What follows belongs to an exercise in optimizing a design on an open flow for small area and a short achievable clock period; a production flow would make more cautious choices. RTL that was checked went through simulation tests only; none was proved equivalent to the original. Power figures rest on the tool's default switching activity, not on a simulated workload.

before:
Design rx_iq_fifo, start of the top module:
module rx_iq_fifo #(
  parameter int DATA_W    = IQ_W,
  parameter int ADDR_W    = RX_FIFO_ADDR_W,
  parameter int AFULL_LVL = RX_FIFO_AFULL_LVL
) (
  input  logic                     clk_in,
  input  logic                     rst,
  input  logic signed [DATA_W-1:0] in_I,
  input  logic signed [DATA_W-1:0] in_Q,
  input  logic                     in_valid,
  input  logic                     rd_req,
  output logic signed [DATA_W-1:0] out_I,
  output logic signed [DATA_W-1:0] out_Q,
  output logic                     out_valid,
  output logic [ADDR_W:0]          level,
  output logic                     empty,
  output logic                     almost_full,
  output logic                     overflow,
  output logic                     underflow,
  input  logic                     clr_flags
);
Size in the first run: about 4100 cells after synthesis, about 2100 flip-flops, about 81 I/O pins, about 77000 um^2 of cells after synthesis.
clock: 3.5 ns
lec_check: 0
cap_margin: 10
core_margin: 2
core_utilization: 60
cts_cluster_diameter: 80
cts_cluster_size: 20
place_density: 0.7
setup_slack_margin: 1.5
slew_margin: 10
run.sh (not shown) runs the stock make flow with config.mk's settings and CLKGATE_MAP_FILE= SYNTH_SCRIPT=/design/flow/synth_recipe.tcl, a recipe that flattens the netlist after the stock synthesis.
### before -> after
Settings: SETUP_SLACK_MARGIN changed from 1.5 to 1.2.
==> flow/flow/run.sh (new file) <==
#!/bin/bash
# The standard layout, with plain buffers (not delay cells) on the ports and a clock
# tree without dummy balancing loads. Make's full output goes to standard.log here.
set -euo pipefail
export BUFFER_PORTS_ARGS="-buffer_cell sky130_fd_sc_hd__buf_2"
export CTS_ARGS="-sink_clustering_enable -repair_clock_nets -sink_clustering_size 20 -sink_clustering_max_diameter 80 -dont_use_dummy_load"
bash standard.sh > standard.log 2>&1
==> flow/standard.sh (new file) <==
#!/bin/bash
# synth_recipe.tcl (not shown) runs the flow's synth.tcl, then flattens the netlist and writes it again
# the make line also repeats each setting of config.mk as NAME=value (left out here)
make -C /OpenROAD-flow-scripts/flow DESIGN_CONFIG=/design/flow/config.mk WORK_HOME=/design/flow/orfs CLKGATE_MAP_FILE= SYNTH_SCRIPT=/design/flow/synth_recipe.tcl "${@:-finish}"
removed: flow/run.sh
Findings:
- Logic depth of the worst path, buffers included in after vs before: down 1
- before → after: wire length the detailed router placed on met1 now sits at about the same level, average wire length per cell after detail routing now sits lower, power now sits lower, wire length reported by the detailed router now sits lower, final design instance area without fill now sits lower.
- Compare before and after | synthesis-to-layout area growth higher: before
- Where worst setup slack is concerned, before is outperformed by after.
- | logic gate share of total power | after vs before | 0.6 points lower |

---

rx_iq_fifo, a different RTL version from the one above (not shown whole).
Size in the first run: ~2100 flip-flops, about 77000 um2 of cells after synthesis.
Design rx_iq_fifo, start of the top module:
module rx_iq_fifo #(
  parameter int DATA_W    = IQ_W,
  parameter int ADDR_W    = RX_FIFO_ADDR_W,
  parameter int AFULL_LVL = RX_FIFO_AFULL_LVL
) (
  input  logic                     clk_in,
  input  logic                     rst,
  input  logic signed [DATA_W-1:0] in_I,
  input  logic signed [DATA_W-1:0] in_Q,
  input  logic                     in_valid,
  input  logic                     rd_req,
  output logic signed [DATA_W-1:0] out_I,
  output logic signed [DATA_W-1:0] out_Q,
  output logic                     out_valid,
  output logic [ADDR_W:0]          level,
  output logic                     empty,
  output logic                     almost_full,
  output logic                     overflow,
  output logic                     underflow,
  input  logic                     clr_flags
);
==> flow/config.mk <==
export PLATFORM = sky130hd
export DESIGN_NAME = rx_iq_fifo
export DESIGN_NICKNAME = rx_iq_fifo
export VERILOG_FILES = /design/flow/design.v
export SDC_FILE = /design/flow/constraint.sdc
export NUM_CORES = 4
export LEC_CHECK = 0
export CAP_MARGIN = 10
export CORE_MARGIN = 2
export CORE_UTILIZATION = 60
export CTS_CLUSTER_DIAMETER = 80
export CTS_CLUSTER_SIZE = 20
export PLACE_DENSITY = 0.7
export SETUP_SLACK_MARGIN = 1.25
export SLEW_MARGIN = 10
==> flow/constraint.sdc <==
create_clock -name core_clock -period 3.5 [get_ports {clk_in}]
set_input_delay 0.7000 -clock core_clock [delete_from_list [all_inputs] [get_ports {clk_in}]]
set_output_delay 0.7000 -clock core_clock [all_outputs]
set_load 0.01 [all_outputs]
standard.sh (not shown) runs the stock make flow with config.mk's settings and CLKGATE_MAP_FILE= SYNTH_SCRIPT=/design/flow/synth_recipe.tcl, a recipe that flattens the netlist after the stock synthesis.
==> flow/flow/run.sh <==
#!/bin/bash
# The standard layout, with plain buffers (not delay cells) on the ports and a clock
# tree without dummy balancing loads. Make's full output goes to standard.log here.
set -euo pipefail
export BUFFER_PORTS_ARGS="-buffer_cell sky130_fd_sc_hd__buf_2"
export CTS_ARGS="-sink_clustering_enable -repair_clock_nets -sink_clustering_size 20 -sink_clustering_max_diameter 80 -dont_use_dummy_load"
bash standard.sh > standard.log 2>&1
The starting point passed the timing, DRC and antenna checks.
Then changed:
- CAP_MARGIN: 10 -> 5
- SETUP_SLACK_MARGIN: 1.25 -> 1.3
- SLEW_MARGIN: 10 -> 5
Outcome: Maximum frequency goes up by 2.0%; cell area came out higher by 1.5%; routed wire length goes up by 1.9%; flip-flop and latch count is unchanged; clock-buffer cell count went down by 1; via count grows by 0.71%; first-iteration DRC count falls by 9.9%.
Function was not checked in any run of this note: the RTL went through the layout flow alone.

---

rx_iq_fifo, a different RTL version from the one above (not shown whole).
Size: ~4500 cells after synthesis, ~2100 flip-flops, ~81 I/O pins, roughly 78000 µm² of cells after synthesis.
==> flow/design.v (excerpt) <==
module rx_iq_fifo #(
  parameter int DATA_W    = IQ_W,
  parameter int ADDR_W    = RX_FIFO_ADDR_W,
  parameter int AFULL_LVL = RX_FIFO_AFULL_LVL
) (
  input  logic                     clk_in,
  input  logic                     rst,
  input  logic signed [DATA_W-1:0] in_I,
  input  logic signed [DATA_W-1:0] in_Q,
  input  logic                     in_valid,
  input  logic                     rd_req,
  output logic signed [DATA_W-1:0] out_I,
  output logic signed [DATA_W-1:0] out_Q,
  output logic                     out_valid,
  output logic [ADDR_W:0]          level,
  output logic                     empty,
  output logic                     almost_full,
  output logic                     overflow,
  output logic                     underflow,
  input  logic                     clr_flags
);
export LEC_CHECK = 0
export CAP_MARGIN = 10
export CORE_MARGIN = 2
export CORE_UTILIZATION = 60
export CTS_CLUSTER_DIAMETER = 100
export CTS_CLUSTER_SIZE = 30
export PLACE_DENSITY = 0.7
export SETUP_SLACK_MARGIN = 0.3
export SLEW_MARGIN = 10
create_clock -name core_clock -period 3.5 [get_ports {clk_in}]
run.sh (not shown) runs the stock make flow with config.mk's settings and CLKGATE_MAP_FILE= SYNTH_SCRIPT=/design/flow/synth_recipe.tcl, a recipe that flattens the netlist after the stock synthesis.
Stock flow here: none of the scripts above is used.
Rerun with:
CAP_MARGIN = 20   (was 10)
CORE_UTILIZATION = 40   (was 60)
CTS_CLUSTER_DIAMETER = default   (was 100)
CTS_CLUSTER_SIZE = default   (was 30)
PLACE_DENSITY = default   (was 0.7)
SETUP_SLACK_MARGIN = 1.0   (was 0.3)
SLEW_MARGIN = 20   (was 10)
What happened: The new run finished with timing, DRC and antenna clean. Power goes up by about 23%. Setup slack improves by 0.31 ns. Register-to-register slack improves by 0.31 ns. Global-route usage goes down by 12 points. Clock-buffer cell count goes up by 149. Utilization goes down by 19 points. Routed wire length goes up by about 9%. Area after synthesis is unchanged. Via count goes up by 1.5%.
No run of this note included a check of the RTL's function; only the layout flow was run.

---

The RTL this note starts from:
==> flow/design.v <==
package iq_pkg;
  localparam int IQ_W              = 16;
  localparam int RX_FIFO_ADDR_W    = 6;
  localparam int RX_FIFO_AFULL_LVL = 48;
  localparam int STAT_RX_OVF_BIT   = 6;
  localparam int STAT_RX_UDF_BIT   = 7;
  function automatic logic [7:0] rx_fifo_status(input logic ovf, input logic udf);
    logic [7:0] s;
    s                  = '0;
    s[STAT_RX_OVF_BIT] = ovf;
    s[STAT_RX_UDF_BIT] = udf;
    rx_fifo_status = s;
  endfunction
endpackage
module iq_dpram #(
  parameter int DEPTH = 64,
  parameter int WIDTH = 32,
  parameter int NLO   = 8,
  parameter int NHI   = 8
) (
  input  logic                         clk_in,
  input  logic [DEPTH-1:0]             wr_sel,
  input  logic [WIDTH-1:0]             wr_dat,
  input  logic [NLO-1:0]               rd_lo,
  input  logic [NLO-1:0]               rd_lo_n,
  input  logic [NHI-1:0]               rd_hi,
  output logic [WIDTH-1:0]             rd_dat
);
  logic [DEPTH-1:0][WIDTH-1:0] mem_q;
  logic [NHI-1:0][WIDTH-1:0]   grp;
  logic [NLO-1:0][WIDTH-1:0]   lo_sel;
  always_comb begin
    for (int k = 0; k < NLO; k++)
      lo_sel[k] = {{(WIDTH-WIDTH/2){~rd_lo_n[k]}}, {(WIDTH/2){rd_lo[k]}}};
  end
  always_ff @(posedge clk_in) begin
    for (int i = 0; i < DEPTH; i++)
      if (wr_sel[i]) mem_q[i] <= wr_dat;
  end
  always_comb begin
    rd_dat = '0;
    for (int j = 0; j < NHI; j++) begin
      grp[j] = '0;
      for (int k = 0; k < NLO; k++)
        grp[j] = grp[j] | (mem_q[j*NLO+k] & lo_sel[k]);
      rd_dat = rd_dat | (grp[j] & {WIDTH{rd_hi[j]}});
    end
  end
endmodule
import iq_pkg::*;
module rx_iq_fifo #(
  parameter int DATA_W    = IQ_W,
  parameter int ADDR_W    = RX_FIFO_ADDR_W,
  parameter int AFULL_LVL = RX_FIFO_AFULL_LVL
) (
  input  logic                     clk_in,
  input  logic                     rst,
  input  logic signed [DATA_W-1:0] in_I,
  input  logic signed [DATA_W-1:0] in_Q,
  input  logic                     in_valid,
  input  logic                     rd_req,
  output logic signed [DATA_W-1:0] out_I,
  output logic signed [DATA_W-1:0] out_Q,
  output logic                     out_valid,
  output logic [ADDR_W:0]          level,
  output logic                     empty,
  output logic                     almost_full,
  output logic                     overflow,
  output logic                     underflow,
  input  logic                     clr_flags
);
  localparam int DEPTH = 2**ADDR_W;
  localparam int LO_W  = ADDR_W / 2;
  localparam int HI_W  = ADDR_W - LO_W;
  localparam int NLO   = 2**LO_W;
  localparam int NHI   = 2**HI_W;
  localparam logic [NLO-1:0] LO_FIRST = NLO'(1);
  localparam logic [NHI-1:0] HI_FIRST = NHI'(1);
  logic [NLO-1:0]      wr_lo_q, rd_lo_q, rd_lo_n_q;
  logic [NHI-1:0]      wr_hi_q, rd_hi_q;
  logic [ADDR_W:0]     level_q, level_d;
  logic                empty_q, afull_q;
  logic                ovf_q, udf_q, out_vld_q;
  logic [2*DATA_W-1:0] out_q, rd_dat;
  logic                full, wr_fire, rd_fire, slot_free;
  logic [DEPTH-1:0]    wr_sel;
  assign full    = level_q[ADDR_W];
  assign rd_fire = rd_req && !empty_q;
  assign wr_fire = in_valid && (!full || rd_fire);
  assign slot_free = !full || rd_req;
  always_comb begin
    for (int i = 0; i < DEPTH; i++) begin
      wr_sel[i] = slot_free && wr_hi_q[i / NLO] && wr_lo_q[i % NLO];
    end
  end
  logic            wr_only, rd_only;
  logic [ADDR_W:0] level_inc, level_dec;
  logic            lvl_is1, lvl_is47, lvl_is48;
  assign wr_only   = wr_fire && !rd_fire;
  assign rd_only   = rd_fire && !wr_fire;
  assign level_inc = level_q + 1'b1;
  assign level_dec = level_q - 1'b1;
  assign lvl_is1   = (level_q == (ADDR_W+1)'(1));
  assign lvl_is47  = (level_q == (ADDR_W+1)'(AFULL_LVL-1));
  assign lvl_is48  = (level_q == (ADDR_W+1)'(AFULL_LVL));
  always_comb begin
    level_d = level_q;
    if (wr_only) level_d = level_inc;
    if (rd_only) level_d = level_dec;
  end
  always_ff @(posedge clk_in) begin
    if (rst) begin
      wr_lo_q   <= LO_FIRST;
      wr_hi_q   <= HI_FIRST;
      rd_lo_q   <= LO_FIRST;
      rd_lo_n_q <= ~LO_FIRST;
      rd_hi_q   <= HI_FIRST;
      level_q   <= '0;
      empty_q   <= 1'b1;
      afull_q   <= 1'b0;
      ovf_q     <= 1'b0;
      udf_q     <= 1'b0;
      out_vld_q <= 1'b0;
    end else begin
      if (wr_fire) begin
        wr_lo_q <= {wr_lo_q[NLO-2:0], wr_lo_q[NLO-1]};
        if (wr_lo_q[NLO-1]) wr_hi_q <= {wr_hi_q[NHI-2:0], wr_hi_q[NHI-1]};
      end
      if (rd_fire) begin
        rd_lo_q   <= {rd_lo_q[NLO-2:0], rd_lo_q[NLO-1]};
        rd_lo_n_q <= {rd_lo_n_q[NLO-2:0], rd_lo_n_q[NLO-1]};
        if (rd_lo_q[NLO-1]) rd_hi_q <= {rd_hi_q[NHI-2:0], rd_hi_q[NHI-1]};
      end
      level_q   <= level_d;
      empty_q   <= (empty_q && !in_valid) || (lvl_is1 && rd_only);
      afull_q   <= (afull_q && !(lvl_is48 && rd_only)) || (lvl_is47 && wr_only);
      ovf_q     <= (ovf_q && !clr_flags) || (in_valid && !wr_fire);
      udf_q     <= (udf_q && !clr_flags) || (rd_req && !rd_fire);
      out_vld_q <= rd_fire;
    end
  end
  always_ff @(posedge clk_in) begin
    if (rst)          out_q <= '0;
    else if (rd_fire) out_q <= rd_dat;
  end
  iq_dpram #(
    .DEPTH (DEPTH),
    .WIDTH (2*DATA_W),
    .NLO   (NLO),
    .NHI   (NHI)
  ) u_ram (
    .clk_in (clk_in),
    .wr_sel (wr_sel),
    .wr_dat ({in_Q, in_I}),
    .rd_lo  (rd_lo_q),
    .rd_lo_n(rd_lo_n_q),
    .rd_hi  (rd_hi_q),
    .rd_dat (rd_dat)
  );
  assign out_I       = out_q[DATA_W-1:0];
  assign out_Q       = out_q[2*DATA_W-1:DATA_W];
  assign out_valid   = out_vld_q;
  assign level       = level_q;
  assign empty       = empty_q;
  assign almost_full = afull_q;
  assign overflow    = ovf_q;
  assign underflow   = udf_q;
endmodule
Settings: LEC_CHECK=0, CAP_MARGIN=10, CORE_MARGIN=2, CORE_UTILIZATION=60, CTS_CLUSTER_DIAMETER=80, CTS_CLUSTER_SIZE=20, PLACE_DENSITY=0.7, SETUP_SLACK_MARGIN=1.25, SLEW_MARGIN=10; clock period 3.5 ns.
standard.sh (not shown) runs the stock make flow with config.mk's settings and CLKGATE_MAP_FILE= SYNTH_SCRIPT=/design/flow/synth_recipe.tcl, a recipe that flattens the netlist after the stock synthesis.
Scripts as last shown in full above: flow/flow/run.sh
Next try:
Settings changed: SETUP_SLACK_MARGIN 1.25 to 1.3.
Combinational power is about the same.
Cell area goes up by 0.51%.
Setup slack improved by 110 ps.
Sequential share of layout area goes down by 0.36 points.
Power stays flat.

## static timing again, ports no longer ideal
The results above use ideal ports. As a check the final layouts listed here were re-extracted and re-timed, cells and wires unchanged. Step 1 sets driving cells, clkbuf_16 on the clock port and buf_2 on the other inputs (assumed; they add their load-dependent delay and slew). Step 2 times the ports against the registers' clock, not the clock port: input delays grow and output delays shrink by t, the midpoint of the rising clock arrivals with the driver on. a / b / c = ideal / step 1 / step 2; a / b = the first two.
| run | t, ns | slack for setup (ns) | latest minus earliest clock arrival (ns) | cell pins on the clock port's net |
|---|---|---|---|---|
| before | 0.863 | 0.871 / 0.871 / 0.871 | 0.051 / 0.051 | 1 |
| after | 0.796 | 1.102 / 1.102 / 0.845 | 0.052 / 0.053 | 1 |
| the first run of note 2 | 0.808 | 1.167 / 1.167 / 0.995 | 0.082 / 0.083 | 1 |
| the second run of note 2 | 0.826 | 1.212 / 1.212 / 0.886 | 0.056 / 0.057 | 1 |
| the first run of note 3 | 0.821 | 0.596 / 0.596 / -0.025 | 0.045 / 0.045 | 1 |
| the second run of note 3 | 0.957 | 0.904 / 0.904 / 0.114 | 0.050 / 0.050 | 1 |
| the first run of note 4 | 0.832 | 0.966 / 0.966 / 0.961 | 0.064 / 0.064 | 1 |
| the second run of note 4 | 0.826 | 1.080 / 1.080 / 0.905 | 0.039 / 0.039 | 1 |
Met with ideal ports but missed after step 2: setup timing in the first run of note 3. The setup slack of the second run of note 3, which loses most, moves by 0.000 ns with the drivers and by -0.790 ns with both steps.
